Source: an optimization exercise on an open RTL-to-GDS flow (aim: small area, a short achievable clock period and few clock cycles per item). Production flows keep margins and buffers that such runs may drop. Where RTL was checked, it was by simulation tests only, not by an equivalence proof against the original. No functional check of the RTL was part of run 1.

==> flow/design.v (outline; a module is shown in full before it is edited, if it fits) <==
// module fpu_pipe_unit: 265 lines
// module fpu_mul_cs24: 1365 lines
module fpu_pipe_unit #(
    parameter int EXP_W = 8,
    parameter int MAN_W = 23,
    parameter int TAG_W = 4
) (
    input  logic                 clk,
    input  logic                 rst_n,
    input  logic                 in_valid,
    output logic                 in_ready,
    input  logic [1:0]           in_op,
    input  logic [EXP_W+MAN_W:0] in_a,
    input  logic [EXP_W+MAN_W:0] in_b,
    input  logic [TAG_W-1:0]     in_tag,
    output logic                 out_valid,
    input  logic                 out_ready,
    output logic [EXP_W+MAN_W:0] out_y,
    output logic [TAG_W-1:0]     out_tag,
    output logic [3:0]           out_flags,
    output logic [3:0]           sticky,
    input  logic                 sticky_clr
);
  // ...
==> flow/run.sh <==
#!/bin/bash
# synth_recipe.tcl (not shown) runs the flow's synth.tcl, then flattens the netlist and writes it again
# the make line also repeats each setting of config.mk as NAME=value (left out here)
make -C /OpenROAD-flow-scripts/flow DESIGN_CONFIG=/design/flow/config.mk WORK_HOME=/design/flow/orfs CLKGATE_MAP_FILE= SYNTH_SCRIPT=/design/flow/synth_recipe.tcl finish
==> flow/config.mk <==
export PLATFORM = sky130hd
export DESIGN_NAME = fpu_pipe_unit
export DESIGN_NICKNAME = fpu_pipe_unit
export VERILOG_FILES = /design/flow/design.v
export SDC_FILE = /design/flow/constraint.sdc
export NUM_CORES = 4
export LEC_CHECK = 0
export ABC_AREA = 1
export CAP_MARGIN = 20
export CORE_MARGIN = 2
export CORE_UTILIZATION = 40
export SETUP_SLACK_MARGIN = 5
export SLEW_MARGIN = 20
==> flow/constraint.sdc <==
create_clock -name core_clock -period 10.0 [get_ports {clk}]
set_input_delay 2.0000 -clock core_clock [delete_from_list [all_inputs] [get_ports {clk}]]
set_output_delay 2.0000 -clock core_clock [all_outputs]
set_load 0.01 [all_outputs]
==> impl_summary.txt, run 1 <==
----------------------------------------------------
[Outcome]
  Outcome ... timing/DRC/antenna clean

[Layout]
  Fraction of area in clock buffers and inverters ... 3.86%
  Summed area of non-filler cells in the final layout ... slightly below 0.04 mm²
  Share of the final layout cell area in multi-input gates ... 55.2%
  Dominant kind of cell ... multi-input combinational cells
  Count of multi-input gates ... between 2000 and 3000

[Routing]
  Initial detailed-routing violation count ... between 3000 and 4000

[GRT]
  Pin count of the biggest net entering global routing ... between 100 and 150
  Antenna violations before repair ... 1

[Yosys]
  Mapped cell area ... 0.0328 mm²
  Share of synthesized registers carrying an async set or reset ... between 3 and 4%
  Arithmetic-cell share of the synthesized area counting full adders, half adders and majority gates ... 21.3%
  Count of synthesis-stage warnings from yosys ... 1
  Number of library cell types mapped by synthesis ... 85
  Synthesized-area fraction occupied by ao, oa, aoi and oai cells ... 15.1%
  Area share of and/or/nand/nor cells after synthesis ... between 10% and 20%

[Critical path]
  Kind of cell adding the most delay to the critical path ... simple AND/OR/NAND/NOR gates
  Buf+Inv Stages, Crit Path ... 8
  Kind of end point of the critical path ... flip-flop
  Critical path type ... flip-flop to flip-flop

[Clock tree]
  Gates resized, CTS repair ... roughly 190
  Root buffer cell ... sky130_fd_sc_hd__clkbuf_16
  Worst-path clk slew ... 60 ps
  Num CTS Buffers ... ~40
  Clock tree from TritonCTS ... done

[Timing]
  Final setup violation count ... 0
  Minimum clock period ... approximately 5500 ps
  Fin Setup TNS ... 0 ps
  Slew Limit Fails ... 0
  Setup clock skew after layout ... about 65 ps

[Floorplan]
  Number of tap cells added at floorplan ... between 1000 and 1500

[Placement]
  Number of buffer cells added on primary ports ... 120
  Gpl congestion ... around 0.98
  Worst slack after detailed placement ... 3430 ps

----------------------------------------------------
==> module fpu_pipe_unit, before the edit <==
module fpu_pipe_unit #(
    parameter int EXP_W = 8,
    parameter int MAN_W = 23,
    parameter int TAG_W = 4
) (
    input  logic                 clk,
    input  logic                 rst_n,
    input  logic                 in_valid,
    output logic                 in_ready,
    input  logic [1:0]           in_op,
    input  logic [EXP_W+MAN_W:0] in_a,
    input  logic [EXP_W+MAN_W:0] in_b,
    input  logic [TAG_W-1:0]     in_tag,
    output logic                 out_valid,
    input  logic                 out_ready,
    output logic [EXP_W+MAN_W:0] out_y,
    output logic [TAG_W-1:0]     out_tag,
    output logic [3:0]           out_flags,
    output logic [3:0]           sticky,
    input  logic                 sticky_clr
);
    localparam logic [1:0] K_ZERO = 2'd0;
    localparam logic [1:0] K_INF  = 2'd1;
    localparam logic [1:0] K_NAN  = 2'd2;
    localparam logic [1:0] K_NV   = 2'd3;
    logic adv;           
    logic sv_q;          
    logic rdy_q;         
    assign adv      = !sv_q;
    assign in_ready = rdy_q;
    logic        v1_q;
    logic [3:0]  tag1_q;
    logic        mul1_q;
    logic [31:0] a1_q, b1_q;     
    always_ff @(posedge clk or negedge rst_n) begin
        if (!rst_n)   v1_q <= 1'b0;
        else if (adv) v1_q <= in_valid;
    end
    always_ff @(posedge clk) begin
        if (adv) begin
            tag1_q <= in_tag;
            mul1_q <= (in_op == 2'd2);
            a1_q   <= in_a;
            b1_q   <= {in_b[31] ^ (in_op == 2'd1), in_b[30:0]};
        end
    end
    logic       sa, sb;
    logic [7:0] ea, eb;
    logic [22:0] ma, mb;
    logic       za, zb, ia, ib, na, nb, fa, fb;
    assign sa = a1_q[31];
    assign sb = b1_q[31];
    assign ea = a1_q[30:23];
    assign eb = b1_q[30:23];
    assign ma = a1_q[22:0];
    assign mb = b1_q[22:0];
    assign za = (ea == 8'd0);
    assign zb = (eb == 8'd0);
    assign fa = (ea == 8'hFF);
    assign fb = (eb == 8'hFF);
    assign ia = fa && (ma == 23'd0);
    assign ib = fb && (mb == 23'd0);
    assign na = fa && (ma != 23'd0);
    assign nb = fb && (mb != 23'd0);
    logic       sp2;
    logic [1:0] spk2;
    logic       sps2;
    always_comb begin
        sp2  = 1'b1;
        spk2 = K_NAN;
        sps2 = sa ^ sb;
        if (na || nb) begin
            spk2 = K_NAN;
        end else if (mul1_q) begin
            if ((ia && zb) || (za && ib)) spk2 = K_NV;
            else if (ia || ib)            spk2 = K_INF;
            else if (za || zb)            spk2 = K_ZERO;
            else                          sp2  = 1'b0;
        end else begin
            if (ia && ib && (sa != sb)) spk2 = K_NV;
            else if (ia) begin spk2 = K_INF; sps2 = sa; end
            else if (ib) begin spk2 = K_INF; sps2 = sb; end
            else sp2 = 1'b0;
        end
    end
    logic [47:0] ps, pc;
    fpu_mul_cs24 u_mul (.x({1'b1, ma}), .y({1'b1, mb}), .s(ps), .c(pc));
    logic [9:0] mexp;
    assign mexp = {2'b00, ea} + {2'b00, eb} - 10'd127;
    logic        a_ge;
    logic [7:0]  dab, dba, ediff, ebig;
    logic [23:0] sig_big, sig_sml;
    logic        sub2, sgn_add;
    assign a_ge    = (a1_q[30:0] >= b1_q[30:0]);
    assign dab     = ea - eb;
    assign dba     = eb - ea;
    assign ediff   = a_ge ? dab : dba;
    assign ebig    = a_ge ? ea : eb;
    assign sig_big = a_ge ? (za ? 24'd0 : {1'b1, ma}) : (zb ? 24'd0 : {1'b1, mb});
    assign sig_sml = a_ge ? (zb ? 24'd0 : {1'b1, mb}) : (za ? 24'd0 : {1'b1, ma});
    assign sub2    = sa ^ sb;
    assign sgn_add = a_ge ? sa : sb;
    logic [26:0] al0, al1, al2, al3, al4, al5, sml_al;
    logic        st1, st2, st3, st4, st5, big_sh;
    assign big_sh = (ediff[7:5] != 3'd0);
    assign al0 = {sig_sml, 3'b000};
    assign st1 = ediff[4] && (al0[15:0] != 16'd0);
    assign al1 = ediff[4] ? {16'd0, al0[26:16]} : al0;
    assign st2 = ediff[3] && (al1[7:0] != 8'd0);
    assign al2 = ediff[3] ? {8'd0, al1[26:8]} : al1;
    assign st3 = ediff[2] && (al2[3:0] != 4'd0);
    assign al3 = ediff[2] ? {4'd0, al2[26:4]} : al2;
    assign st4 = ediff[1] && (al3[1:0] != 2'd0);
    assign al4 = ediff[1] ? {2'd0, al3[26:2]} : al3;
    assign st5 = ediff[0] && al4[0];
    assign al5 = ediff[0] ? {1'd0, al4[26:1]} : al4;
    assign sml_al = big_sh ? {26'd0, (sig_sml != 24'd0)}
                           : {al5[26:1], al5[0] | st1 | st2 | st3 | st4 | st5};
    logic        v2_q;
    logic [3:0]  tag2_q;
    logic        mul2_q, sp2_q, sgn2_q;
    logic [1:0]  spk2_q;
    logic [9:0]  e2_q;
    logic [47:0] r0_q, r1_q;
    always_ff @(posedge clk or negedge rst_n) begin
        if (!rst_n)   v2_q <= 1'b0;
        else if (adv) v2_q <= v1_q;
    end
    always_ff @(posedge clk) begin
        if (adv) begin
            tag2_q <= tag1_q;
            mul2_q <= mul1_q;
            sp2_q  <= sp2;
            spk2_q <= spk2;
            if (mul1_q) begin
                sgn2_q <= sp2 ? sps2 : (sa ^ sb);
                e2_q   <= mexp;
                r0_q   <= ps;
                r1_q   <= pc;
            end else begin
                sgn2_q <= sp2 ? sps2 : sgn_add;
                e2_q   <= {2'b00, ebig};
                r0_q   <= {1'b0, sig_big, 3'b000, {20{sub2}}};
                r1_q   <= {sub2, sml_al ^ {27{sub2}}, 19'd0, sub2};
            end
        end
    end
    logic [47:0] sum;
    logic [27:0] z;
    logic [4:0]  lz;
    logic        zz;
    logic [9:0]  e3;
    assign sum = r0_q + r1_q;
    assign z   = {sum[47:21], mul2_q ? (sum[20:0] != 21'd0) : sum[20]};
    assign zz  = (z[26:0] == 27'd0);
    always_comb begin
        lz = 5'd0;
        for (int i = 0; i < 27; i++) begin
            if (z[i]) lz = 5'(26 - i);
        end
    end
    assign e3 = z[27] ? (e2_q + 10'd1) : (e2_q - {5'd0, lz});
    logic        v3_q;
    logic [3:0]  tag3_q;
    logic        sp3_q, sgn3_q, zz3_q;
    logic [1:0]  spk3_q;
    logic [27:0] z3_q;
    logic [4:0]  lz3_q;
    logic [9:0]  e3_q;
    always_ff @(posedge clk or negedge rst_n) begin
        if (!rst_n)   v3_q <= 1'b0;
        else if (adv) v3_q <= v2_q;
    end
    always_ff @(posedge clk) begin
        if (adv) begin
            tag3_q <= tag2_q;
            sp3_q  <= sp2_q;
            spk3_q <= spk2_q;
            sgn3_q <= sgn2_q;
            zz3_q  <= !z[27] && zz;
            z3_q   <= z;
            lz3_q  <= lz;
            e3_q   <= e3;
        end
    end
    logic [26:0] nm;
    logic        up, inx, cy, ovf, unf;
    logic [30:0] rnd;
    logic [31:0] y4;
    logic [3:0]  f4;
    assign nm  = z3_q[27] ? {z3_q[27:2], z3_q[1] | z3_q[0]} : (z3_q[26:0] << lz3_q);
    assign up  = nm[2] && (nm[1] || nm[0] || nm[3]);
    assign inx = nm[2] || nm[1] || nm[0];
    assign rnd = {e3_q[7:0], nm[25:3]} + {30'd0, up};
    assign cy  = up && (nm[25:3] == 23'h7FFFFF);
    assign ovf = (!e3_q[9] && (e3_q[8] || (e3_q[7:0] == 8'hFF)))
              || (e3_q == 10'd254 && cy);
    assign unf = e3_q[9] || (e3_q == 10'd0 && !cy);
    always_comb begin
        f4 = 4'b0000;
        if (sp3_q) begin
            case (spk3_q)
                K_ZERO:  y4 = {sgn3_q, 31'd0};
                K_INF:   y4 = {sgn3_q, 8'hFF, 23'd0};
                default: y4 = 32'hFFFFFFFF;
            endcase
            if (spk3_q == K_NV) f4 = 4'b1000;
        end else if (zz3_q) begin
            y4 = 32'd0;
        end else if (ovf) begin
            y4 = {sgn3_q, 8'hFF, 23'd0};
            f4 = 4'b0101;
        end else if (unf) begin
            y4 = {sgn3_q, 31'd0};
            f4 = 4'b0011;
        end else begin
            y4 = {sgn3_q, rnd};
            f4 = {3'b000, inx};
        end
    end
    logic        hv_q;
    logic [31:0] hy_q, sy_q;
    logic [3:0]  ht_q, hf_q, st_q, sf_q;
    logic [3:0]  sticky_q;
    logic        enq, deq, hload;
    assign enq   = adv && v3_q;
    assign deq   = hv_q && out_ready;
    assign hload = !hv_q || out_ready;
    always_ff @(posedge clk or negedge rst_n) begin
        if (!rst_n) begin
            hv_q  <= 1'b0;
            sv_q  <= 1'b0;
            rdy_q <= 1'b1;
        end else if (hload) begin
            hv_q  <= sv_q || enq;
            sv_q  <= 1'b0;
            rdy_q <= 1'b1;
        end else if (enq) begin
            sv_q  <= 1'b1;
            rdy_q <= 1'b0;
        end
    end
    always_ff @(posedge clk) begin
        if (hload) begin
            hy_q <= sv_q ? sy_q : y4;
            ht_q <= sv_q ? st_q : tag3_q;
            hf_q <= sv_q ? sf_q : f4;
        end
        if (!sv_q) begin
            sy_q <= y4;
            st_q <= tag3_q;
            sf_q <= f4;
        end
    end
    always_ff @(posedge clk or negedge rst_n) begin
        if (!rst_n)          sticky_q <= 4'd0;
        else if (sticky_clr) sticky_q <= 4'd0;
        else if (deq)        sticky_q <= sticky_q | hf_q;
    end
    assign out_valid = hv_q;
    assign out_y     = hy_q;
    assign out_tag   = ht_q;
    assign out_flags = hf_q;
    assign sticky    = sticky_q;
endmodule
==> run 2, diff against run 1 <==
--- a/flow/design.v
+++ b/flow/design.v
@@ -26,6 +26,5 @@
     logic adv;           
-    logic sv_q;          
-    logic rdy_q;         
-    assign adv      = !sv_q;
-    assign in_ready = rdy_q;
+    logic hv_q;          
+    assign adv      = !hv_q || out_ready;
+    assign in_ready = adv;
     logic        v1_q;
@@ -33,3 +32,18 @@
     logic        mul1_q;
-    logic [31:0] a1_q, b1_q;     
+    logic [31:0] a1_q;
+    logic [8:0]  b1_q;           
+    logic [35:0] f1_q;           
+    logic        mzb1_q;         
+    logic        stk1_q;         
+    logic [4:0]  tza_in, tzb_in;
+    always_comb begin
+        tza_in = 5'd23;
+        tzb_in = 5'd23;
+        for (int i = 22; i >= 0; i--) begin
+            if (in_a[i]) tza_in = 5'(i);
+            if (in_b[i]) tzb_in = 5'(i);
+        end
+    end
+    logic [11:0] one_in, two_in, neg_in;
+    fpu_booth_enc u_enc (.y({1'b1, in_b[22:0]}), .one(one_in), .two(two_in), .neg(neg_in));
     always_ff @(posedge clk or negedge rst_n) begin
@@ -43,3 +57,6 @@
             a1_q   <= in_a;
-            b1_q   <= {in_b[31] ^ (in_op == 2'd1), in_b[30:0]};
+            b1_q   <= {in_b[31] ^ (in_op == 2'd1), in_b[30:23]};
+            f1_q   <= (in_op == 2'd2) ? {neg_in, two_in, one_in} : {13'd0, in_b[22:0]};
+            mzb1_q <= (in_b[22:0] == 23'd0);
+            stk1_q <= ({1'b0, tza_in} + {1'b0, tzb_in}) < 6'd20;
         end
@@ -51,7 +68,7 @@
     assign sa = a1_q[31];
-    assign sb = b1_q[31];
+    assign sb = b1_q[8];
     assign ea = a1_q[30:23];
-    assign eb = b1_q[30:23];
+    assign eb = b1_q[7:0];
     assign ma = a1_q[22:0];
-    assign mb = b1_q[22:0];
+    assign mb = f1_q[22:0];
     assign za = (ea == 8'd0);
@@ -61,5 +78,5 @@
     assign ia = fa && (ma == 23'd0);
-    assign ib = fb && (mb == 23'd0);
+    assign ib = fb && mzb1_q;
     assign na = fa && (ma != 23'd0);
-    assign nb = fb && (mb != 23'd0);
+    assign nb = fb && !mzb1_q;
     logic       sp2;
@@ -86,3 +103,4 @@
     logic [47:0] ps, pc;
-    fpu_mul_cs24 u_mul (.x({1'b1, ma}), .y({1'b1, mb}), .s(ps), .c(pc));
+    fpu_mul_cs24 u_mul (.x({1'b1, ma}), .one(f1_q[11:0]), .two(f1_q[23:12]), .neg(f1_q[35:24]),
+                        .y23(1'b1), .s(ps), .c(pc));
     logic [9:0] mexp;
@@ -93,3 +111,3 @@
     logic        sub2, sgn_add;
-    assign a_ge    = (a1_q[30:0] >= b1_q[30:0]);
+    fpu_add31 u_cmp (.a(a1_q[30:0]), .b(~{eb, mb}), .ci(1'b1), .s(), .co(a_ge));
     assign dab     = ea - eb;
@@ -123,3 +141,11 @@
     logic [9:0]  e2_q;
-    logic [47:0] r0_q, r1_q;
+    logic [27:0] r0_q, r1_q;     
+    logic        ci2_q, st2_q;   
+    logic        c20;
+    logic       c16;
+    logic [3:0] lg, lp;
+    fpu_add16 u_low (.a(ps[15:0]), .b(pc[15:0]), .s(), .co(c16));
+    assign lg  = ps[19:16] & pc[19:16];
+    assign lp  = ps[19:16] | pc[19:16];
+    assign c20 = lg[3] | (lp[3] & (lg[2] | (lp[2] & (lg[1] | (lp[1] & (lg[0] | (lp[0] & c16)))))));
     always_ff @(posedge clk or negedge rst_n) begin
@@ -137,4 +163,6 @@
                 e2_q   <= mexp;
-                r0_q   <= ps;
-                r1_q   <= pc;
+                r0_q   <= ps[47:20];
+                r1_q   <= pc[47:20];
+                ci2_q  <= c20;
+                st2_q  <= stk1_q;
             end else begin
@@ -142,4 +170,6 @@
                 e2_q   <= {2'b00, ebig};
-                r0_q   <= {1'b0, sig_big, 3'b000, {20{sub2}}};
-                r1_q   <= {sub2, sml_al ^ {27{sub2}}, 19'd0, sub2};
+                r0_q   <= {1'b0, sig_big, 3'b000};
+                r1_q   <= {sub2, sml_al ^ {27{sub2}}};
+                ci2_q  <= sub2;
+                st2_q  <= 1'b0;
             end
@@ -147,3 +177,3 @@
     end
-    logic [47:0] sum;
+    logic [27:0] sum;
     logic [27:0] z;
@@ -151,5 +181,4 @@
     logic        zz;
-    logic [9:0]  e3;
-    assign sum = r0_q + r1_q;
-    assign z   = {sum[47:21], mul2_q ? (sum[20:0] != 21'd0) : sum[20]};
+    fpu_add28 u_sum (.a(r0_q), .b(r1_q), .ci(ci2_q), .s(sum), .co());
+    assign z   = {sum[27:1], sum[0] | st2_q};
     assign zz  = (z[26:0] == 27'd0);
@@ -161,3 +190,2 @@
     end
-    assign e3 = z[27] ? (e2_q + 10'd1) : (e2_q - {5'd0, lz});
     logic        v3_q;
@@ -182,3 +210,3 @@
             lz3_q  <= lz;
-            e3_q   <= e3;
+            e3_q   <= e2_q;
         end
@@ -186,2 +214,3 @@
     logic [26:0] nm;
+    logic [9:0]  e4;
     logic        up, inx, cy, ovf, unf;
@@ -190,2 +219,3 @@
     logic [3:0]  f4;
+    assign e4  = z3_q[27] ? (e3_q + 10'd1) : (e3_q - {5'd0, lz3_q});
     assign nm  = z3_q[27] ? {z3_q[27:2], z3_q[1] | z3_q[0]} : (z3_q[26:0] << lz3_q);
@@ -193,7 +223,7 @@
     assign inx = nm[2] || nm[1] || nm[0];
-    assign rnd = {e3_q[7:0], nm[25:3]} + {30'd0, up};
+    fpu_add31 u_rnd (.a({e4[7:0], nm[25:3]}), .b(31'd0), .ci(up), .s(rnd), .co());
     assign cy  = up && (nm[25:3] == 23'h7FFFFF);
-    assign ovf = (!e3_q[9] && (e3_q[8] || (e3_q[7:0] == 8'hFF)))
-              || (e3_q == 10'd254 && cy);
-    assign unf = e3_q[9] || (e3_q == 10'd0 && !cy);
+    assign ovf = (!e4[9] && (e4[8] || (e4[7:0] == 8'hFF)))
+              || (e4 == 10'd254 && cy);
+    assign unf = e4[9] || (e4 == 10'd0 && !cy);
     always_comb begin
@@ -220,34 +250,14 @@
     end
-    logic        hv_q;
-    logic [31:0] hy_q, sy_q;
-    logic [3:0]  ht_q, hf_q, st_q, sf_q;
+    logic [31:0] hy_q;
+    logic [3:0]  ht_q, hf_q;
     logic [3:0]  sticky_q;
-    logic        enq, deq, hload;
-    assign enq   = adv && v3_q;
-    assign deq   = hv_q && out_ready;
-    assign hload = !hv_q || out_ready;
     always_ff @(posedge clk or negedge rst_n) begin
-        if (!rst_n) begin
-            hv_q  <= 1'b0;
-            sv_q  <= 1'b0;
-            rdy_q <= 1'b1;
-        end else if (hload) begin
-            hv_q  <= sv_q || enq;
-            sv_q  <= 1'b0;
-            rdy_q <= 1'b1;
-        end else if (enq) begin
-            sv_q  <= 1'b1;
-            rdy_q <= 1'b0;
-        end
+        if (!rst_n)   hv_q <= 1'b0;
+        else if (adv) hv_q <= v3_q;
     end
     always_ff @(posedge clk) begin
-        if (hload) begin
-            hy_q <= sv_q ? sy_q : y4;
-            ht_q <= sv_q ? st_q : tag3_q;
-            hf_q <= sv_q ? sf_q : f4;
-        end
-        if (!sv_q) begin
-            sy_q <= y4;
-            st_q <= tag3_q;
-            sf_q <= f4;
+        if (adv) begin
+            hy_q <= y4;
+            ht_q <= tag3_q;
+            hf_q <= f4;
         end
@@ -257,3 +267,3 @@
         else if (sticky_clr) sticky_q <= 4'd0;
-        else if (deq)        sticky_q <= sticky_q | hf_q;
+        else if (hv_q && out_ready)        sticky_q <= sticky_q | hf_q;
     end
@@ -265,8 +275,18 @@
 endmodule
-module fpu_mul_cs24 (input wire [23:0] x, input wire [23:0] y,
+module fpu_booth_enc (input wire [23:0] y, output wire [11:0] one,
+    output wire [11:0] two, output wire [11:0] neg);
+    genvar i;
+    generate
+        for (i = 0; i < 12; i = i + 1) begin : g
+            wire lo = (i == 0) ? 1'b0 : y[2*i-1];
+            assign one[i] = y[2*i] ^ lo;
+            assign two[i] = (y[2*i+1] & ~y[2*i] & ~lo) | (~y[2*i+1] & y[2*i] & lo);
+            assign neg[i] = y[2*i+1];
+        end
+    endgenerate
+endmodule
+module fpu_mul_cs24 (input wire [23:0] x, input wire [11:0] one,
+    input wire [11:0] two, input wire [11:0] neg, input wire y23,
     output wire [47:0] s, output wire [47:0] c);
-    wire one0, two0, neg0;
-    assign one0 = y[0] ^ 1'b0;
-    assign two0 = (y[1] & ~y[0] & ~1'b0) | (~y[1] & y[0] & 1'b0);
-    assign neg0 = y[1];
+    wire one0 = one[0], two0 = two[0], neg0 = neg[0];
     wire p0_0 = ((one0 & x[0]) | (two0 & 1'b0)) ^ neg0;
@@ -296,6 +316,3 @@
     wire p0_24 = ((one0 & 1'b0) | (two0 & x[23])) ^ neg0;
-    wire one1, two1, neg1;
-    assign one1 = y[2] ^ y[1];
-    assign two1 = (y[3] & ~y[2] & ~y[1]) | (~y[3] & y[2] & y[1]);
-    assign neg1 = y[3];
+    wire one1 = one[1], two1 = two[1], neg1 = neg[1];
     wire p1_0 = ((one1 & x[0]) | (two1 & 1'b0)) ^ neg1;
@@ -325,6 +342,3 @@
     wire p1_24 = ((one1 & 1'b0) | (two1 & x[23])) ^ neg1;
-    wire one2, two2, neg2;
-    assign one2 = y[4] ^ y[3];
-    assign two2 = (y[5] & ~y[4] & ~y[3]) | (~y[5] & y[4] & y[3]);
-    assign neg2 = y[5];
+    wire one2 = one[2], two2 = two[2], neg2 = neg[2];
     wire p2_0 = ((one2 & x[0]) | (two2 & 1'b0)) ^ neg2;
@@ -354,6 +368,3 @@
     wire p2_24 = ((one2 & 1'b0) | (two2 & x[23])) ^ neg2;
-    wire one3, two3, neg3;
-    assign one3 = y[6] ^ y[5];
-    assign two3 = (y[7] & ~y[6] & ~y[5]) | (~y[7] & y[6] & y[5]);
-    assign neg3 = y[7];
+    wire one3 = one[3], two3 = two[3], neg3 = neg[3];
     wire p3_0 = ((one3 & x[0]) | (two3 & 1'b0)) ^ neg3;
@@ -383,6 +394,3 @@
     wire p3_24 = ((one3 & 1'b0) | (two3 & x[23])) ^ neg3;
-    wire one4, two4, neg4;
-    assign one4 = y[8] ^ y[7];
-    assign two4 = (y[9] & ~y[8] & ~y[7]) | (~y[9] & y[8] & y[7]);
-    assign neg4 = y[9];
+    wire one4 = one[4], two4 = two[4], neg4 = neg[4];
     wire p4_0 = ((one4 & x[0]) | (two4 & 1'b0)) ^ neg4;
@@ -412,6 +420,3 @@
     wire p4_24 = ((one4 & 1'b0) | (two4 & x[23])) ^ neg4;
-    wire one5, two5, neg5;
-    assign one5 = y[10] ^ y[9];
-    assign two5 = (y[11] & ~y[10] & ~y[9]) | (~y[11] & y[10] & y[9]);
-    assign neg5 = y[11];
+    wire one5 = one[5], two5 = two[5], neg5 = neg[5];
     wire p5_0 = ((one5 & x[0]) | (two5 & 1'b0)) ^ neg5;
@@ -441,6 +446,3 @@
     wire p5_24 = ((one5 & 1'b0) | (two5 & x[23])) ^ neg5;
-    wire one6, two6, neg6;
-    assign one6 = y[12] ^ y[11];
-    assign two6 = (y[13] & ~y[12] & ~y[11]) | (~y[13] & y[12] & y[11]);
-    assign neg6 = y[13];
+    wire one6 = one[6], two6 = two[6], neg6 = neg[6];
     wire p6_0 = ((one6 & x[0]) | (two6 & 1'b0)) ^ neg6;
@@ -470,6 +472,3 @@
     wire p6_24 = ((one6 & 1'b0) | (two6 & x[23])) ^ neg6;
-    wire one7, two7, neg7;
-    assign one7 = y[14] ^ y[13];
-    assign two7 = (y[15] & ~y[14] & ~y[13]) | (~y[15] & y[14] & y[13]);
-    assign neg7 = y[15];
+    wire one7 = one[7], two7 = two[7], neg7 = neg[7];
     wire p7_0 = ((one7 & x[0]) | (two7 & 1'b0)) ^ neg7;
@@ -499,6 +498,3 @@
     wire p7_24 = ((one7 & 1'b0) | (two7 & x[23])) ^ neg7;
-    wire one8, two8, neg8;
-    assign one8 = y[16] ^ y[15];
-    assign two8 = (y[17] & ~y[16] & ~y[15]) | (~y[17] & y[16] & y[15]);
-    assign neg8 = y[17];
+    wire one8 = one[8], two8 = two[8], neg8 = neg[8];
     wire p8_0 = ((one8 & x[0]) | (two8 & 1'b0)) ^ neg8;
@@ -528,6 +524,3 @@
     wire p8_24 = ((one8 & 1'b0) | (two8 & x[23])) ^ neg8;
-    wire one9, two9, neg9;
-    assign one9 = y[18] ^ y[17];
-    assign two9 = (y[19] & ~y[18] & ~y[17]) | (~y[19] & y[18] & y[17]);
-    assign neg9 = y[19];
+    wire one9 = one[9], two9 = two[9], neg9 = neg[9];
     wire p9_0 = ((one9 & x[0]) | (two9 & 1'b0)) ^ neg9;
@@ -557,6 +550,3 @@
     wire p9_24 = ((one9 & 1'b0) | (two9 & x[23])) ^ neg9;
-    wire one10, two10, neg10;
-    assign one10 = y[20] ^ y[19];
-    assign two10 = (y[21] & ~y[20] & ~y[19]) | (~y[21] & y[20] & y[19]);
-    assign neg10 = y[21];
+    wire one10 = one[10], two10 = two[10], neg10 = neg[10];
     wire p10_0 = ((one10 & x[0]) | (two10 & 1'b0)) ^ neg10;
@@ -586,6 +576,3 @@
     wire p10_24 = ((one10 & 1'b0) | (two10 & x[23])) ^ neg10;
-    wire one11, two11, neg11;
-    assign one11 = y[22] ^ y[21];
-    assign two11 = (y[23] & ~y[22] & ~y[21]) | (~y[23] & y[22] & y[21]);
-    assign neg11 = y[23];
+    wire one11 = one[11], two11 = two[11], neg11 = neg[11];
     wire p11_0 = ((one11 & x[0]) | (two11 & 1'b0)) ^ neg11;
@@ -615,26 +602,26 @@
     wire p11_24 = ((one11 & 1'b0) | (two11 & x[23])) ^ neg11;
-    wire p12_0 = x[0] & y[23];
-    wire p12_1 = x[1] & y[23];
-    wire p12_2 = x[2] & y[23];
-    wire p12_3 = x[3] & y[23];
-    wire p12_4 = x[4] & y[23];
-    wire p12_5 = x[5] & y[23];
-    wire p12_6 = x[6] & y[23];
-    wire p12_7 = x[7] & y[23];
-    wire p12_8 = x[8] & y[23];
-    wire p12_9 = x[9] & y[23];
-    wire p12_10 = x[10] & y[23];
-    wire p12_11 = x[11] & y[23];
-    wire p12_12 = x[12] & y[23];
-    wire p12_13 = x[13] & y[23];
-    wire p12_14 = x[14] & y[23];
-    wire p12_15 = x[15] & y[23];
-    wire p12_16 = x[16] & y[23];
-    wire p12_17 = x[17] & y[23];
-    wire p12_18 = x[18] & y[23];
-    wire p12_19 = x[19] & y[23];
-    wire p12_20 = x[20] & y[23];
-    wire p12_21 = x[21] & y[23];
-    wire p12_22 = x[22] & y[23];
-    wire p12_23 = x[23] & y[23];
+    wire p12_0 = x[0] & y23;
+    wire p12_1 = x[1] & y23;
+    wire p12_2 = x[2] & y23;
+    wire p12_3 = x[3] & y23;
+    wire p12_4 = x[4] & y23;
+    wire p12_5 = x[5] & y23;
+    wire p12_6 = x[6] & y23;
+    wire p12_7 = x[7] & y23;
+    wire p12_8 = x[8] & y23;
+    wire p12_9 = x[9] & y23;
+    wire p12_10 = x[10] & y23;
+    wire p12_11 = x[11] & y23;
+    wire p12_12 = x[12] & y23;
+    wire p12_13 = x[13] & y23;
+    wire p12_14 = x[14] & y23;
+    wire p12_15 = x[15] & y23;
+    wire p12_16 = x[16] & y23;
+    wire p12_17 = x[17] & y23;
+    wire p12_18 = x[18] & y23;
+    wire p12_19 = x[19] & y23;
+    wire p12_20 = x[20] & y23;
+    wire p12_21 = x[21] & y23;
+    wire p12_22 = x[22] & y23;
+    wire p12_23 = x[23] & y23;
     wire hs1, hc1;
@@ -718,25 +705,25 @@
     wire fs27, fc27;
-    assign fs27 = hs1 ^ p2_21 ^ p3_19;
-    assign fc27 = (hs1 & p2_21) | (hs1 & p3_19) | (p2_21 & p3_19);
+    assign fs27 = ~(hs1 ^ p2_21);
+    assign fc27 = hs1 | p2_21;
     wire fs28, fc28;
-    assign fs28 = p4_17 ^ p5_15 ^ p6_13;
-    assign fc28 = (p4_17 & p5_15) | (p4_17 & p6_13) | (p5_15 & p6_13);
+    assign fs28 = p3_19 ^ p4_17 ^ p5_15;
+    assign fc28 = (p3_19 & p4_17) | (p3_19 & p5_15) | (p4_17 & p5_15);
     wire fs29, fc29;
-    assign fs29 = p7_11 ^ p8_9 ^ p9_7;
-    assign fc29 = (p7_11 & p8_9) | (p7_11 & p9_7) | (p8_9 & p9_7);
+    assign fs29 = p6_13 ^ p7_11 ^ p8_9;
+    assign fc29 = (p6_13 & p7_11) | (p6_13 & p8_9) | (p7_11 & p8_9);
     wire fs30, fc30;
-    assign fs30 = p10_5 ^ p11_3 ^ p12_1;
-    assign fc30 = (p10_5 & p11_3) | (p10_5 & p12_1) | (p11_3 & p12_1);
+    assign fs30 = p9_7 ^ p10_5 ^ p11_3;
+    assign fc30 = (p9_7 & p10_5) | (p9_7 & p11_3) | (p10_5 & p11_3);
     wire fs31, fc31;
-    assign fs31 = hs2 ^ p3_20 ^ p4_18;
-    assign fc31 = (hs2 & p3_20) | (hs2 & p4_18) | (p3_20 & p4_18);
+    assign fs31 = ~(hs2 ^ p3_20);
+    assign fc31 = hs2 | p3_20;
     wire fs32, fc32;
-    assign fs32 = p5_16 ^ p6_14 ^ p7_12;
-    assign fc32 = (p5_16 & p6_14) | (p5_16 & p7_12) | (p6_14 & p7_12);
+    assign fs32 = p4_18 ^ p5_16 ^ p6_14;
+    assign fc32 = (p4_18 & p5_16) | (p4_18 & p6_14) | (p5_16 & p6_14);
     wire fs33, fc33;
-    assign fs33 = p8_10 ^ p9_8 ^ p10_6;
-    assign fc33 = (p8_10 & p9_8) | (p8_10 & p10_6) | (p9_8 & p10_6);
+    assign fs33 = p7_12 ^ p8_10 ^ p9_8;
+    assign fc33 = (p7_12 & p8_10) | (p7_12 & p9_8) | (p8_10 & p9_8);
     wire fs34, fc34;
-    assign fs34 = p11_4 ^ p12_2 ^ 1'b1;
-    assign fc34 = (p11_4 & p12_2) | (p11_4 & 1'b1) | (p12_2 & 1'b1);
+    assign fs34 = p10_6 ^ p11_4 ^ p12_2;
+    assign fc34 = (p10_6 & p11_4) | (p10_6 & p12_2) | (p11_4 & p12_2);
     wire fs35, fc35;
@@ -754,13 +741,13 @@
     wire fs39, fc39;
-    assign fs39 = p2_24 ^ p3_22 ^ p4_20;
-    assign fc39 = (p2_24 & p3_22) | (p2_24 & p4_20) | (p3_22 & p4_20);
+    assign fs39 = ~(p2_24 ^ p3_22);
+    assign fc39 = p2_24 | p3_22;
     wire fs40, fc40;
-    assign fs40 = p5_18 ^ p6_16 ^ p7_14;
-    assign fc40 = (p5_18 & p6_16) | (p5_18 & p7_14) | (p6_16 & p7_14);
+    assign fs40 = p4_20 ^ p5_18 ^ p6_16;
+    assign fc40 = (p4_20 & p5_18) | (p4_20 & p6_16) | (p5_18 & p6_16);
     wire fs41, fc41;
-    assign fs41 = p8_12 ^ p9_10 ^ p10_8;
-    assign fc41 = (p8_12 & p9_10) | (p8_12 & p10_8) | (p9_10 & p10_8);
+    assign fs41 = p7_14 ^ p8_12 ^ p9_10;
+    assign fc41 = (p7_14 & p8_12) | (p7_14 & p9_10) | (p8_12 & p9_10);
     wire hs42, hc42;
-    assign hs42 = p11_6 ^ p12_4;
-    assign hc42 = p11_6 & p12_4;
+    assign hs42 = p10_8 ^ p11_6;
+    assign hc42 = p10_8 & p11_6;
     wire fs43, fc43;
@@ -775,10 +762,10 @@
     wire fs46, fc46;
-    assign fs46 = p3_24 ^ p4_22 ^ p5_20;
-    assign fc46 = (p3_24 & p4_22) | (p3_24 & p5_20) | (p4_22 & p5_20);
+    assign fs46 = ~(p3_24 ^ p4_22);
+    assign fc46 = p3_24 | p4_22;
     wire fs47, fc47;
-    assign fs47 = p6_18 ^ p7_16 ^ p8_14;
-    assign fc47 = (p6_18 & p7_16) | (p6_18 & p8_14) | (p7_16 & p8_14);
+    assign fs47 = p5_20 ^ p6_18 ^ p7_16;
+    assign fc47 = (p5_20 & p6_18) | (p5_20 & p7_16) | (p6_18 & p7_16);
     wire hs48, hc48;
-    assign hs48 = p9_12 ^ p10_10;
-    assign hc48 = p9_12 & p10_10;
+    assign hs48 = p8_14 ^ p9_12;
+    assign hc48 = p8_14 & p9_12;
     wire fs49, fc49;
@@ -790,7 +777,7 @@
     wire fs51, fc51;
-    assign fs51 = p4_24 ^ p5_22 ^ p6_20;
-    assign fc51 = (p4_24 & p5_22) | (p4_24 & p6_20) | (p5_22 & p6_20);
+    assign fs51 = ~(p4_24 ^ p5_22);
+    assign fc51 = p4_24 | p5_22;
     wire hs52, hc52;
-    assign hs52 = p7_18 ^ p8_16;
-    assign hc52 = p7_18 & p8_16;
+    assign hs52 = p6_20 ^ p7_18;
+    assign hc52 = p6_20 & p7_18;
     wire fs53, fc53;
@@ -922,4 +909,4 @@
     wire fs95, fc95;
-    assign fs95 = fs30 ^ 1'b1 ^ fc23;
-    assign fc95 = (fs30 & 1'b1) | (fs30 & fc23) | (1'b1 & fc23);
+    assign fs95 = fs30 ^ p12_1 ^ fc23;
+    assign fc95 = (fs30 & p12_1) | (fs30 & fc23) | (p12_1 & fc23);
     wire fs96, fc96;
@@ -949,4 +936,4 @@
     wire fs104, fc104;
-    assign fs104 = hs42 ^ 1'b1 ^ fc35;
-    assign fc104 = (hs42 & 1'b1) | (hs42 & fc35) | (1'b1 & fc35);
+    assign fs104 = hs42 ^ p12_4 ^ fc35;
+    assign fc104 = (hs42 & p12_4) | (hs42 & fc35) | (p12_4 & fc35);
     wire fs105, fc105;
@@ -967,4 +954,4 @@
     wire fs110, fc110;
-    assign fs110 = p11_8 ^ p12_6 ^ 1'b1;
-    assign fc110 = (p11_8 & p12_6) | (p11_8 & 1'b1) | (p12_6 & 1'b1);
+    assign fs110 = p10_10 ^ p11_8 ^ p12_6;
+    assign fc110 = (p10_10 & p11_8) | (p10_10 & p12_6) | (p11_8 & p12_6);
     wire fs111, fc111;
@@ -982,10 +969,10 @@
     wire fs115, fc115;
-    assign fs115 = fs51 ^ hs52 ^ p9_14;
-    assign fc115 = (fs51 & hs52) | (fs51 & p9_14) | (hs52 & p9_14);
+    assign fs115 = fs51 ^ hs52 ^ p8_16;
+    assign fc115 = (fs51 & hs52) | (fs51 & p8_16) | (hs52 & p8_16);
     wire fs116, fc116;
-    assign fs116 = p10_12 ^ p11_10 ^ p12_8;
-    assign fc116 = (p10_12 & p11_10) | (p10_12 & p12_8) | (p11_10 & p12_8);
+    assign fs116 = p9_14 ^ p10_12 ^ p11_10;
+    assign fc116 = (p9_14 & p10_12) | (p9_14 & p11_10) | (p10_12 & p11_10);
     wire fs117, fc117;
-    assign fs117 = 1'b1 ^ fc49 ^ fc50;
-    assign fc117 = (1'b1 & fc49) | (1'b1 & fc50) | (fc49 & fc50);
+    assign fs117 = p12_8 ^ fc49 ^ fc50;
+    assign fc117 = (p12_8 & fc49) | (p12_8 & fc50) | (fc49 & fc50);
     wire fs118, fc118;
@@ -1000,10 +987,10 @@
     wire fs121, fc121;
-    assign fs121 = hs54 ^ p7_20 ^ p8_18;
-    assign fc121 = (hs54 & p7_20) | (hs54 & p8_18) | (p7_20 & p8_18);
+    assign fs121 = ~(hs54 ^ p7_20);
+    assign fc121 = hs54 | p7_20;
     wire fs122, fc122;
-    assign fs122 = p9_16 ^ p10_14 ^ p11_12;
-    assign fc122 = (p9_16 & p10_14) | (p9_16 & p11_12) | (p10_14 & p11_12);
+    assign fs122 = p8_18 ^ p9_16 ^ p10_14;
+    assign fc122 = (p8_18 & p9_16) | (p8_18 & p10_14) | (p9_16 & p10_14);
     wire fs123, fc123;
-    assign fs123 = p12_10 ^ 1'b1 ^ fc53;
-    assign fc123 = (p12_10 & 1'b1) | (p12_10 & fc53) | (1'b1 & fc53);
+    assign fs123 = p11_12 ^ p12_10 ^ fc53;
+    assign fc123 = (p11_12 & p12_10) | (p11_12 & fc53) | (p12_10 & fc53);
     wire fs124, fc124;
@@ -1018,10 +1005,10 @@
     wire fs127, fc127;
-    assign fs127 = p6_24 ^ p7_22 ^ p8_20;
-    assign fc127 = (p6_24 & p7_22) | (p6_24 & p8_20) | (p7_22 & p8_20);
+    assign fs127 = ~(p6_24 ^ p7_22);
+    assign fc127 = p6_24 | p7_22;
     wire fs128, fc128;
-    assign fs128 = p9_18 ^ p10_16 ^ p11_14;
-    assign fc128 = (p9_18 & p10_16) | (p9_18 & p11_14) | (p10_16 & p11_14);
+    assign fs128 = p8_20 ^ p9_18 ^ p10_16;
+    assign fc128 = (p8_20 & p9_18) | (p8_20 & p10_16) | (p9_18 & p10_16);
     wire hs129, hc129;
-    assign hs129 = p12_12 ^ 1'b1;
-    assign hc129 = p12_12 & 1'b1;
+    assign hs129 = p11_14 ^ p12_12;
+    assign hc129 = p11_14 & p12_12;
     wire fs130, fc130;
@@ -1033,7 +1020,7 @@
     wire fs132, fc132;
-    assign fs132 = p7_24 ^ p8_22 ^ p9_20;
-    assign fc132 = (p7_24 & p8_22) | (p7_24 & p9_20) | (p8_22 & p9_20);
+    assign fs132 = ~(p7_24 ^ p8_22);
+    assign fc132 = p7_24 | p8_22;
     wire hs133, hc133;
-    assign hs133 = p10_18 ^ p11_16;
-    assign hc133 = p10_18 & p11_16;
+    assign hs133 = p9_20 ^ p10_18;
+    assign hc133 = p9_20 & p10_18;
     wire fs134, fc134;
@@ -1231,7 +1218,7 @@
     wire fs198, fc198;
-    assign fs198 = fs132 ^ hs133 ^ p12_14;
-    assign fc198 = (fs132 & hs133) | (fs132 & p12_14) | (hs133 & p12_14);
+    assign fs198 = fs132 ^ hs133 ^ p11_16;
+    assign fc198 = (fs132 & hs133) | (fs132 & p11_16) | (hs133 & p11_16);
     wire fs199, fc199;
-    assign fs199 = 1'b1 ^ fc130 ^ fc131;
-    assign fc199 = (1'b1 & fc130) | (1'b1 & fc131) | (fc130 & fc131);
+    assign fs199 = p12_14 ^ fc130 ^ fc131;
+    assign fc199 = (p12_14 & fc130) | (p12_14 & fc131) | (fc130 & fc131);
     wire fs200, fc200;
@@ -1243,7 +1230,7 @@
     wire fs202, fc202;
-    assign fs202 = hs135 ^ p10_20 ^ p11_18;
-    assign fc202 = (hs135 & p10_20) | (hs135 & p11_18) | (p10_20 & p11_18);
+    assign fs202 = ~(hs135 ^ p10_20);
+    assign fc202 = hs135 | p10_20;
     wire fs203, fc203;
-    assign fs203 = p12_16 ^ 1'b1 ^ fc134;
-    assign fc203 = (p12_16 & 1'b1) | (p12_16 & fc134) | (1'b1 & fc134);
+    assign fs203 = p11_18 ^ p12_16 ^ fc134;
+    assign fc203 = (p11_18 & p12_16) | (p11_18 & fc134) | (p12_16 & fc134);
     wire fs204, fc204;
@@ -1255,7 +1242,7 @@
     wire fs206, fc206;
-    assign fs206 = p9_24 ^ p10_22 ^ p11_20;
-    assign fc206 = (p9_24 & p10_22) | (p9_24 & p11_20) | (p10_22 & p11_20);
+    assign fs206 = ~(p9_24 ^ p10_22);
+    assign fc206 = p9_24 | p10_22;
     wire hs207, hc207;
-    assign hs207 = p12_18 ^ 1'b1;
-    assign hc207 = p12_18 & 1'b1;
+    assign hs207 = p11_20 ^ p12_18;
+    assign hc207 = p11_20 & p12_18;
     wire fs208, fc208;
@@ -1387,4 +1374,4 @@
     wire fs250, fc250;
-    assign fs250 = hs209 ^ p12_20 ^ 1'b1;
-    assign fc250 = (hs209 & p12_20) | (hs209 & 1'b1) | (p12_20 & 1'b1);
+    assign fs250 = ~(hs209 ^ p12_20);
+    assign fc250 = hs209 | p12_20;
     wire fs251, fc251;
@@ -1528,4 +1515,4 @@
     wire fs297, fc297;
-    assign fs297 = hs252 ^ 1'b1 ^ fc251;
-    assign fc297 = (hs252 & 1'b1) | (hs252 & fc251) | (1'b1 & fc251);
+    assign fs297 = ~(hs252 ^ fc251);
+    assign fc297 = hs252 | fc251;
     wire fs298, fc298;
@@ -1630 +1617,345 @@
 endmodule
+module fpu_add28 (input wire [27:0] a, input wire [27:0] b, input wire ci, output wire [27:0] s, output wire co);
+    wire [27:0] p0 = a ^ b;
+    wire [27:0] g0 = a & b;
+    wire gc0 = g0[0] | (p0[0] & ci);
+    wire G1 = g0[1] | (p0[1] & gc0);
+    wire P1 = p0[1] & p0[0];
+    wire G2 = g0[3] | (p0[3] & g0[2]);
+    wire P2 = p0[3] & p0[2];
+    wire G3 = g0[5] | (p0[5] & g0[4]);
+    wire P3 = p0[5] & p0[4];
+    wire G4 = g0[7] | (p0[7] & g0[6]);
+    wire P4 = p0[7] & p0[6];
+    wire G5 = g0[9] | (p0[9] & g0[8]);
+    wire P5 = p0[9] & p0[8];
+    wire G6 = g0[11] | (p0[11] & g0[10]);
+    wire P6 = p0[11] & p0[10];
+    wire G7 = g0[13] | (p0[13] & g0[12]);
+    wire P7 = p0[13] & p0[12];
+    wire G8 = g0[15] | (p0[15] & g0[14]);
+    wire P8 = p0[15] & p0[14];
+    wire G9 = g0[17] | (p0[17] & g0[16]);
+    wire P9 = p0[17] & p0[16];
+    wire G10 = g0[19] | (p0[19] & g0[18]);
+    wire P10 = p0[19] & p0[18];
+    wire G11 = g0[21] | (p0[21] & g0[20]);
+    wire P11 = p0[21] & p0[20];
+    wire G12 = g0[23] | (p0[23] & g0[22]);
+    wire P12 = p0[23] & p0[22];
+    wire G13 = g0[25] | (p0[25] & g0[24]);
+    wire P13 = p0[25] & p0[24];
+    wire G14 = g0[27] | (p0[27] & g0[26]);
+    wire P14 = p0[27] & p0[26];
+    wire G15 = G2 | (P2 & G1);
+    wire P15 = P2 & P1;
+    wire G16 = G4 | (P4 & G3);
+    wire P16 = P4 & P3;
+    wire G17 = G6 | (P6 & G5);
+    wire P17 = P6 & P5;
+    wire G18 = G8 | (P8 & G7);
+    wire P18 = P8 & P7;
+    wire G19 = G10 | (P10 & G9);
+    wire P19 = P10 & P9;
+    wire G20 = G12 | (P12 & G11);
+    wire P20 = P12 & P11;
+    wire G21 = G14 | (P14 & G13);
+    wire P21 = P14 & P13;
+    wire G22 = G16 | (P16 & G15);
+    wire P22 = P16 & P15;
+    wire G23 = G18 | (P18 & G17);
+    wire P23 = P18 & P17;
+    wire G24 = G20 | (P20 & G19);
+    wire P24 = P20 & P19;
+    wire G25 = G23 | (P23 & G22);
+    wire P25 = P23 & P22;
+    wire G26 = G24 | (P24 & G25);
+    wire P26 = P24 & P25;
+    wire G27 = G17 | (P17 & G22);
+    wire P27 = P17 & P22;
+    wire G28 = G19 | (P19 & G25);
+    wire P28 = P19 & P25;
+    wire G29 = G21 | (P21 & G26);
+    wire P29 = P21 & P26;
+    wire G30 = G3 | (P3 & G15);
+    wire P30 = P3 & P15;
+    wire G31 = G5 | (P5 & G22);
+    wire P31 = P5 & P22;
+    wire G32 = G7 | (P7 & G27);
+    wire P32 = P7 & P27;
+    wire G33 = G9 | (P9 & G25);
+    wire P33 = P9 & P25;
+    wire G34 = G11 | (P11 & G28);
+    wire P34 = P11 & P28;
+    wire G35 = G13 | (P13 & G26);
+    wire P35 = P13 & P26;
+    wire G36 = g0[2] | (p0[2] & G1);
+    wire P36 = p0[2] & P1;
+    wire G37 = g0[4] | (p0[4] & G15);
+    wire P37 = p0[4] & P15;
+    wire G38 = g0[6] | (p0[6] & G30);
+    wire P38 = p0[6] & P30;
+    wire G39 = g0[8] | (p0[8] & G22);
+    wire P39 = p0[8] & P22;
+    wire G40 = g0[10] | (p0[10] & G31);
+    wire P40 = p0[10] & P31;
+    wire G41 = g0[12] | (p0[12] & G27);
+    wire P41 = p0[12] & P27;
+    wire G42 = g0[14] | (p0[14] & G32);
+    wire P42 = p0[14] & P32;
+    wire G43 = g0[16] | (p0[16] & G25);
+    wire P43 = p0[16] & P25;
+    wire G44 = g0[18] | (p0[18] & G33);
+    wire P44 = p0[18] & P33;
+    wire G45 = g0[20] | (p0[20] & G28);
+    wire P45 = p0[20] & P28;
+    wire G46 = g0[22] | (p0[22] & G34);
+    wire P46 = p0[22] & P34;
+    wire G47 = g0[24] | (p0[24] & G26);
+    wire P47 = p0[24] & P26;
+    wire G48 = g0[26] | (p0[26] & G35);
+    wire P48 = p0[26] & P35;
+    assign s[0] = p0[0] ^ ci;
+    assign s[1] = p0[1] ^ gc0;
+    assign s[2] = p0[2] ^ G1;
+    assign s[3] = p0[3] ^ G36;
+    assign s[4] = p0[4] ^ G15;
+    assign s[5] = p0[5] ^ G37;
+    assign s[6] = p0[6] ^ G30;
+    assign s[7] = p0[7] ^ G38;
+    assign s[8] = p0[8] ^ G22;
+    assign s[9] = p0[9] ^ G39;
+    assign s[10] = p0[10] ^ G31;
+    assign s[11] = p0[11] ^ G40;
+    assign s[12] = p0[12] ^ G27;
+    assign s[13] = p0[13] ^ G41;
+    assign s[14] = p0[14] ^ G32;
+    assign s[15] = p0[15] ^ G42;
+    assign s[16] = p0[16] ^ G25;
+    assign s[17] = p0[17] ^ G43;
+    assign s[18] = p0[18] ^ G33;
+    assign s[19] = p0[19] ^ G44;
+    assign s[20] = p0[20] ^ G28;
+    assign s[21] = p0[21] ^ G45;
+    assign s[22] = p0[22] ^ G34;
+    assign s[23] = p0[23] ^ G46;
+    assign s[24] = p0[24] ^ G26;
+    assign s[25] = p0[25] ^ G47;
+    assign s[26] = p0[26] ^ G35;
+    assign s[27] = p0[27] ^ G48;
+    assign co = G29;
+endmodule
+module fpu_add16 (input wire [15:0] a, input wire [15:0] b, output wire [15:0] s, output wire co);
+    wire [15:0] p0 = a ^ b;
+    wire [15:0] g0 = a & b;
+    wire G1 = g0[1] | (p0[1] & g0[0]);
+    wire P1 = p0[1] & p0[0];
+    wire G2 = g0[3] | (p0[3] & g0[2]);
+    wire P2 = p0[3] & p0[2];
+    wire G3 = g0[5] | (p0[5] & g0[4]);
+    wire P3 = p0[5] & p0[4];
+    wire G4 = g0[7] | (p0[7] & g0[6]);
+    wire P4 = p0[7] & p0[6];
+    wire G5 = g0[9] | (p0[9] & g0[8]);
+    wire P5 = p0[9] & p0[8];
+    wire G6 = g0[11] | (p0[11] & g0[10]);
+    wire P6 = p0[11] & p0[10];
+    wire G7 = g0[13] | (p0[13] & g0[12]);
+    wire P7 = p0[13] & p0[12];
+    wire G8 = g0[15] | (p0[15] & g0[14]);
+    wire P8 = p0[15] & p0[14];
+    wire G9 = G2 | (P2 & G1);
+    wire P9 = P2 & P1;
+    wire G10 = G4 | (P4 & G3);
+    wire P10 = P4 & P3;
+    wire G11 = G6 | (P6 & G5);
+    wire P11 = P6 & P5;
+    wire G12 = G8 | (P8 & G7);
+    wire P12 = P8 & P7;
+    wire G13 = G10 | (P10 & G9);
+    wire P13 = P10 & P9;
+    wire G14 = G12 | (P12 & G11);
+    wire P14 = P12 & P11;
+    wire G15 = G14 | (P14 & G13);
+    wire P15 = P14 & P13;
+    wire G16 = G11 | (P11 & G13);
+    wire P16 = P11 & P13;
+    wire G17 = G3 | (P3 & G9);
+    wire P17 = P3 & P9;
+    wire G18 = G5 | (P5 & G13);
+    wire P18 = P5 & P13;
+    wire G19 = G7 | (P7 & G16);
+    wire P19 = P7 & P16;
+    wire G20 = g0[2] | (p0[2] & G1);
+    wire P20 = p0[2] & P1;
+    wire G21 = g0[4] | (p0[4] & G9);
+    wire P21 = p0[4] & P9;
+    wire G22 = g0[6] | (p0[6] & G17);
+    wire P22 = p0[6] & P17;
+    wire G23 = g0[8] | (p0[8] & G13);
+    wire P23 = p0[8] & P13;
+    wire G24 = g0[10] | (p0[10] & G18);
+    wire P24 = p0[10] & P18;
+    wire G25 = g0[12] | (p0[12] & G16);
+    wire P25 = p0[12] & P16;
+    wire G26 = g0[14] | (p0[14] & G19);
+    wire P26 = p0[14] & P19;
+    assign s[0] = p0[0];
+    assign s[1] = p0[1] ^ g0[0];
+    assign s[2] = p0[2] ^ G1;
+    assign s[3] = p0[3] ^ G20;
+    assign s[4] = p0[4] ^ G9;
+    assign s[5] = p0[5] ^ G21;
+    assign s[6] = p0[6] ^ G17;
+    assign s[7] = p0[7] ^ G22;
+    assign s[8] = p0[8] ^ G13;
+    assign s[9] = p0[9] ^ G23;
+    assign s[10] = p0[10] ^ G18;
+    assign s[11] = p0[11] ^ G24;
+    assign s[12] = p0[12] ^ G16;
+    assign s[13] = p0[13] ^ G25;
+    assign s[14] = p0[14] ^ G19;
+    assign s[15] = p0[15] ^ G26;
+    assign co = G15;
+endmodule
+module fpu_add31 (input wire [30:0] a, input wire [30:0] b, input wire ci, output wire [30:0] s, output wire co);
+    wire [30:0] p0 = a ^ b;
+    wire [30:0] g0 = a & b;
+    wire gc0 = g0[0] | (p0[0] & ci);
+    wire G1 = g0[1] | (p0[1] & gc0);
+    wire P1 = p0[1] & p0[0];
+    wire G2 = g0[3] | (p0[3] & g0[2]);
+    wire P2 = p0[3] & p0[2];
+    wire G3 = g0[5] | (p0[5] & g0[4]);
+    wire P3 = p0[5] & p0[4];
+    wire G4 = g0[7] | (p0[7] & g0[6]);
+    wire P4 = p0[7] & p0[6];
+    wire G5 = g0[9] | (p0[9] & g0[8]);
+    wire P5 = p0[9] & p0[8];
+    wire G6 = g0[11] | (p0[11] & g0[10]);
+    wire P6 = p0[11] & p0[10];
+    wire G7 = g0[13] | (p0[13] & g0[12]);
+    wire P7 = p0[13] & p0[12];
+    wire G8 = g0[15] | (p0[15] & g0[14]);
+    wire P8 = p0[15] & p0[14];
+    wire G9 = g0[17] | (p0[17] & g0[16]);
+    wire P9 = p0[17] & p0[16];
+    wire G10 = g0[19] | (p0[19] & g0[18]);
+    wire P10 = p0[19] & p0[18];
+    wire G11 = g0[21] | (p0[21] & g0[20]);
+    wire P11 = p0[21] & p0[20];
+    wire G12 = g0[23] | (p0[23] & g0[22]);
+    wire P12 = p0[23] & p0[22];
+    wire G13 = g0[25] | (p0[25] & g0[24]);
+    wire P13 = p0[25] & p0[24];
+    wire G14 = g0[27] | (p0[27] & g0[26]);
+    wire P14 = p0[27] & p0[26];
+    wire G15 = g0[29] | (p0[29] & g0[28]);
+    wire P15 = p0[29] & p0[28];
+    wire G16 = G2 | (P2 & G1);
+    wire P16 = P2 & P1;
+    wire G17 = G4 | (P4 & G3);
+    wire P17 = P4 & P3;
+    wire G18 = G6 | (P6 & G5);
+    wire P18 = P6 & P5;
+    wire G19 = G8 | (P8 & G7);
+    wire P19 = P8 & P7;
+    wire G20 = G10 | (P10 & G9);
+    wire P20 = P10 & P9;
+    wire G21 = G12 | (P12 & G11);
+    wire P21 = P12 & P11;
+    wire G22 = G14 | (P14 & G13);
+    wire P22 = P14 & P13;
+    wire G23 = G17 | (P17 & G16);
+    wire P23 = P17 & P16;
+    wire G24 = G19 | (P19 & G18);
+    wire P24 = P19 & P18;
+    wire G25 = G21 | (P21 & G20);
+    wire P25 = P21 & P20;
+    wire G26 = G24 | (P24 & G23);
+    wire P26 = P24 & P23;
+    wire G27 = G25 | (P25 & G26);
+    wire P27 = P25 & P26;
+    wire G28 = G18 | (P18 & G23);
+    wire P28 = P18 & P23;
+    wire G29 = G20 | (P20 & G26);
+    wire P29 = P20 & P26;
+    wire G30 = G22 | (P22 & G27);
+    wire P30 = P22 & P27;
+    wire G31 = G3 | (P3 & G16);
+    wire P31 = P3 & P16;
+    wire G32 = G5 | (P5 & G23);
+    wire P32 = P5 & P23;
+    wire G33 = G7 | (P7 & G28);
+    wire P33 = P7 & P28;
+    wire G34 = G9 | (P9 & G26);
+    wire P34 = P9 & P26;
+    wire G35 = G11 | (P11 & G29);
+    wire P35 = P11 & P29;
+    wire G36 = G13 | (P13 & G27);
+    wire P36 = P13 & P27;
+    wire G37 = G15 | (P15 & G30);
+    wire P37 = P15 & P30;
+    wire G38 = g0[2] | (p0[2] & G1);
+    wire P38 = p0[2] & P1;
+    wire G39 = g0[4] | (p0[4] & G16);
+    wire P39 = p0[4] & P16;
+    wire G40 = g0[6] | (p0[6] & G31);
+    wire P40 = p0[6] & P31;
+    wire G41 = g0[8] | (p0[8] & G23);
+    wire P41 = p0[8] & P23;
+    wire G42 = g0[10] | (p0[10] & G32);
+    wire P42 = p0[10] & P32;
+    wire G43 = g0[12] | (p0[12] & G28);
+    wire P43 = p0[12] & P28;
+    wire G44 = g0[14] | (p0[14] & G33);
+    wire P44 = p0[14] & P33;
+    wire G45 = g0[16] | (p0[16] & G26);
+    wire P45 = p0[16] & P26;
+    wire G46 = g0[18] | (p0[18] & G34);
+    wire P46 = p0[18] & P34;
+    wire G47 = g0[20] | (p0[20] & G29);
+    wire P47 = p0[20] & P29;
+    wire G48 = g0[22] | (p0[22] & G35);
+    wire P48 = p0[22] & P35;
+    wire G49 = g0[24] | (p0[24] & G27);
+    wire P49 = p0[24] & P27;
+    wire G50 = g0[26] | (p0[26] & G36);
+    wire P50 = p0[26] & P36;
+    wire G51 = g0[28] | (p0[28] & G30);
+    wire P51 = p0[28] & P30;
+    wire G52 = g0[30] | (p0[30] & G37);
+    wire P52 = p0[30] & P37;
+    assign s[0] = p0[0] ^ ci;
+    assign s[1] = p0[1] ^ gc0;
+    assign s[2] = p0[2] ^ G1;
+    assign s[3] = p0[3] ^ G38;
+    assign s[4] = p0[4] ^ G16;
+    assign s[5] = p0[5] ^ G39;
+    assign s[6] = p0[6] ^ G31;
+    assign s[7] = p0[7] ^ G40;
+    assign s[8] = p0[8] ^ G23;
+    assign s[9] = p0[9] ^ G41;
+    assign s[10] = p0[10] ^ G32;
+    assign s[11] = p0[11] ^ G42;
+    assign s[12] = p0[12] ^ G28;
+    assign s[13] = p0[13] ^ G43;
+    assign s[14] = p0[14] ^ G33;
+    assign s[15] = p0[15] ^ G44;
+    assign s[16] = p0[16] ^ G26;
+    assign s[17] = p0[17] ^ G45;
+    assign s[18] = p0[18] ^ G34;
+    assign s[19] = p0[19] ^ G46;
+    assign s[20] = p0[20] ^ G29;
+    assign s[21] = p0[21] ^ G47;
+    assign s[22] = p0[22] ^ G35;
+    assign s[23] = p0[23] ^ G48;
+    assign s[24] = p0[24] ^ G27;
+    assign s[25] = p0[25] ^ G49;
+    assign s[26] = p0[26] ^ G36;
+    assign s[27] = p0[27] ^ G50;
+    assign s[28] = p0[28] ^ G30;
+    assign s[29] = p0[29] ^ G51;
+    assign s[30] = p0[30] ^ G37;
+    assign co = G52;
+endmodule
==> flow/flow/run.sh (new file) <==
#!/bin/bash
# The standard layout (standard.sh), with the port buffers that
# buffer_ports inserts made of sky130_fd_sc_hd__buf_1 cells (every input and
# output port still gets its own buffer). Everything else is the standard flow's.
set -euo pipefail
sed 's|"\${@:-finish}"|BUFFER_PORTS_ARGS="-buffer_cell sky130_fd_sc_hd__buf_1" "${@:-finish}"|' standard.sh > standard_ports.sh
grep -q 'BUFFER_PORTS_ARGS="-buffer_cell sky130_fd_sc_hd__buf_1"' standard_ports.sh
bash standard_ports.sh > standard.log 2>&1
==> flow/standard.sh (new file) <==
#!/bin/bash
# synth_recipe.tcl (not shown) runs the flow's synth.tcl, then flattens the netlist and writes it again
# the make line also repeats each setting of config.mk as NAME=value (left out here)
make -C /OpenROAD-flow-scripts/flow DESIGN_CONFIG=/design/flow/config.mk WORK_HOME=/design/flow/orfs CLKGATE_MAP_FILE= SYNTH_SCRIPT=/design/flow/synth_recipe.tcl "${@:-finish}"
removed: flow/run.sh
==> run 2 against run 1 <==
Register-to-register slack improved by 470 ps. Worst hold slack worse by 1.0 ps. Count of clock-buffer cells in the layout decreased by 9. Fmax grew 9.3%. Cell area decreased by 13%. Synthesized cell count is 8.2% lower. Die area decreased by 7.6%. Final cell count shrank 8.9%. Utilization fell by 2.3 points.
==> impl_summary.txt, run 2 <==
----------------------------------------------------
[Placement]
  Placed cell areas ... ~0.032 mm²
  Number of buffer cells added on primary ports ... 120 (unchanged)
  Detail Placement HPWL ... 74700 µm
  Worst slack after detailed placement ... 4140 ps (+706 ps)
  Gpl congestion ... 0.984 (+0.45%)

[Layout]
  Filler cell count ... roughly 7300
  Utilization after layout ... a little under half
  Summed area of non-filler cells in the final layout ... 0.0339 mm² (-13%)
  Most frequent cells in the layout ... 622 x sky130_fd_sc_hd__nand2_1, 486 x sky130_fd_sc_hd__inv_1, 320 x sky130_fd_sc_hd__xor2_1
  Leading cell type in the layout, fill and taps excluded ... sky130_fd_sc_hd__nand2_1
  Number of nets at the end of the flow ... about 4300
  Largest registers ranked by flip-flop count ... f1_q: 35 flops, a1_q: 32 flops, hy_q: 32 flops
  Final non-filler cell total ... roughly 4800

[Timing]
  Worst path setup slack after routing ... approximately 5000 ps
  Worst max-slew margin expressed relative to the limit ... about 25%
  Transition time at the pin with the least slew margin ... 1120 ps
  Minimum clock period ... 5000 ps (-467 ps)
  Unrepaired setup endpoints after global routing ... true
  Fin Setup TNS ... 0 ps (unchanged)
  Period utilisation layout ... 50.0%
  Final setup violation count ... 0 (unchanged)
  Slew Limit Fails ... 0 (unchanged)
  Setup clock skew after layout ... 31.1 ps (-33.7 ps)

[Clock tree]
  Root buffer cell ... sky130_fd_sc_hd__clkbuf_16
  Clock tree from TritonCTS ... done
  Clk buf depth ... 3
  Num CTS Buffers ... 30 (-27%)
  Worst-path clk slew ... 60 ps (about the same)
  Clk sinks ... 259

[Critical path]
  Type of element launching the critical path ... flip-flop
  Kind of end point of the critical path ... flip-flop
  Critical path type ... flip-flop to flip-flop
  Arrival time at the worst endpoint ... roughly 5300 ps
  Worst path required time ... ~10000 ps

[Yosys]
  Most used DFF post-synth ... sky130_fd_sc_hd__edfxtp_1
  Mapped cell area ... 0.0303 mm² (-7.7%)
  Flip-flop and latch count after synthesis ... roughly 260
  Area share of and/or/nand/nor cells after synthesis ... 15.5% (-1.4 points)
  Cell with the most instances after synthesis ... sky130_fd_sc_hd__nand2_1
  Count of synthesis-stage warnings from yosys ... 1 (unchanged)
  Synthesized-area fraction occupied by ao, oa, aoi and oai cells ... 13.8% (-1.3 points)
  Fraction of synthesized cell area in xor and xnor cells ... around 10%
  Multiplexer fraction of the synthesized cell area ... less than 1%
  Number of enable-type register cells in the synthesized netlist ... approximately 250
  Synthesized Nets ... 4168
  Post-synthesis instance total ... around 3600
  Top cell type's share of synthesized area ... between 20% and 30%
  Arithmetic-cell share of the synthesized area counting full adders, half adders and majority gates ... 25.4% (+4.1 points)
  Number of library cell types mapped by synthesis ... 59 (-31%)
  Largest family of logic cells by synthesized area ... adder cells
  Share of synthesized registers carrying an async set or reset ... 3.09% (+0.012 points)

[Routing]
  Initial detailed-routing violation count ... 3119 (+0.26%)
  Number of search-and-repair iterations in the first detailed-routing pass ... 6
  DRC errors left ... 0
  Antenna violation net count after detailed routing ... 0
  Routed vias ... between 20000 and 30000
  Wire per inst ... about 22 µm
  Routed wire length ... around 100000 µm

[Outcome]
  Outcome ... timing/DRC/antenna clean

[Floorplan]
  Total core area ... ~0.075 mm²
  DIE WIDTH ... 279 µm
  Die height ... 279 µm
  Number of placement rows ... 100

[GRT]
  Antenna violations before repair ... 4 (+3)
  Pin count of the biggest net entering global routing ... 79 (-41%)
  Remaining global-route overflow ... 0
  Vias in the first global route ... about 26000
  Global-route wire length before repair ... around 150000 µm

----------------------------------------------------
## run 2: changes by cell type after synthesis, moves of 24 or more
cell                       previous run  this run
sky130_fd_sc_hd__a21oi_1            168       143
sky130_fd_sc_hd__dfxtp_1             40         0
sky130_fd_sc_hd__ha_1               159       192
sky130_fd_sc_hd__o22ai_1            280       254
sky130_fd_sc_hd__nor2_1             259       192
sky130_fd_sc_hd__nand2_1            731       626
sky130_fd_sc_hd__edfxtp_1           275       251
## run 2: path summary, 6_finish.rpt
| path | from | endpoint | slack [ps] |
|---|---|---|---|
| worst min register to register | e2_q[9] | e3_q[9] | 420 |
| min in group asynchronous | rst_n | v1_q | 1350 |
| worst min-delay path | e2_q[9] | e3_q[9] | 420 |
| max in group asynchronous | rst_n | sticky_q[0] | 8340 |
| worst max-delay path | f1_q[29] | r0_q[13] | 5000 |
| worst max register to register | f1_q[29] | r0_q[13] | 5000 |
## run 2: area by class of cell
class                           instances  area, µm²  share of cell area (%)
Tap cell                              969       1210                    3.57
Clock inverter                         13        116                   0.343
Clock buffer                           39        806                    2.37
Timing Repair Buffer                  291       1950                    5.75
Sequential cell                       259       7740                    22.8
Inverter                              532       2080                    6.13
Timing Repair inverter                 14       80.1                   0.236
Antenna cell                            3       7.51                  0.0221
Multi-Input combinational cell       2636      19900                    58.8
## run 2: cells by family after synthesis
| group | count (synthesis) |
|---|---|
| multiplexers | 4 |
| AO/OA/AOI/OAI | 708 |
| XOR/XNOR | 353 |
| flip-flops | 259 |
| buffers and inverters | 745 |
| adder cells (fa/ha/maj) | 456 |
| AND/OR/NAND/NOR | 1112 |
## run 2: metal layers
metal,wire (µm),up-vias,global-route usage (%)
li1,-,12300,-
met3,10700,394,5.41
met4,6110,0,11.3
met1,42100,12900,35.1
met2,44600,1535,39.0
met5,0,-,0
## run 2: critical path, stage by stage (launching register included)
cell and delay, ps:
sky130_fd_sc_hd__edfxtp_1 750, sky130_fd_sc_hd__inv_1 250, sky130_fd_sc_hd__buf_4 330, sky130_fd_sc_hd__xor2_1 220, sky130_fd_sc_hd__fa_1 520, sky130_fd_sc_hd__inv_1 80, sky130_fd_sc_hd__fa_1 510, sky130_fd_sc_hd__fa_1 540
sky130_fd_sc_hd__inv_1 50, sky130_fd_sc_hd__fa_1 500, sky130_fd_sc_hd__fa_1 550, sky130_fd_sc_hd__nor2_1 50, sky130_fd_sc_hd__a21oi_1 370
## run 2: repair_timing
action / in CTS / in global routing
cloned: 11 / 10
gates resized for setup: 27 / 86
buffers inserted: 34 / 77
pin swaps: 2 / 31
setup endpoints to repair: 74 / 77
Testbench counts of run 2, summed over its fixed seeds: cycles 12,032, items 12,000.

[what the ideal ports hide]
No port has a modelled driver above. Below, the same layouts with a new extraction and two added sets of constraints. Step 1: set_driving_cell puts a clkbuf_16 on clk and a buf_2 on each other input, an assumption about the parent block. Step 2 also shifts input and output timing later by t, the mid clock arrival at the registers, as if the neighbouring blocks saw the same clock. Three values: ideal ports, drivers, drivers and shift; two values: the first two.
| run | t (ns) | slack for setup (ns) |
|---|---|---|
| run 1 | 0.676 | 4.537 / 4.537 / 4.537 |
| run 2 | 0.629 | 5.004 / 5.004 / 5.004 |
After both steps every run listed still meets setup and hold.
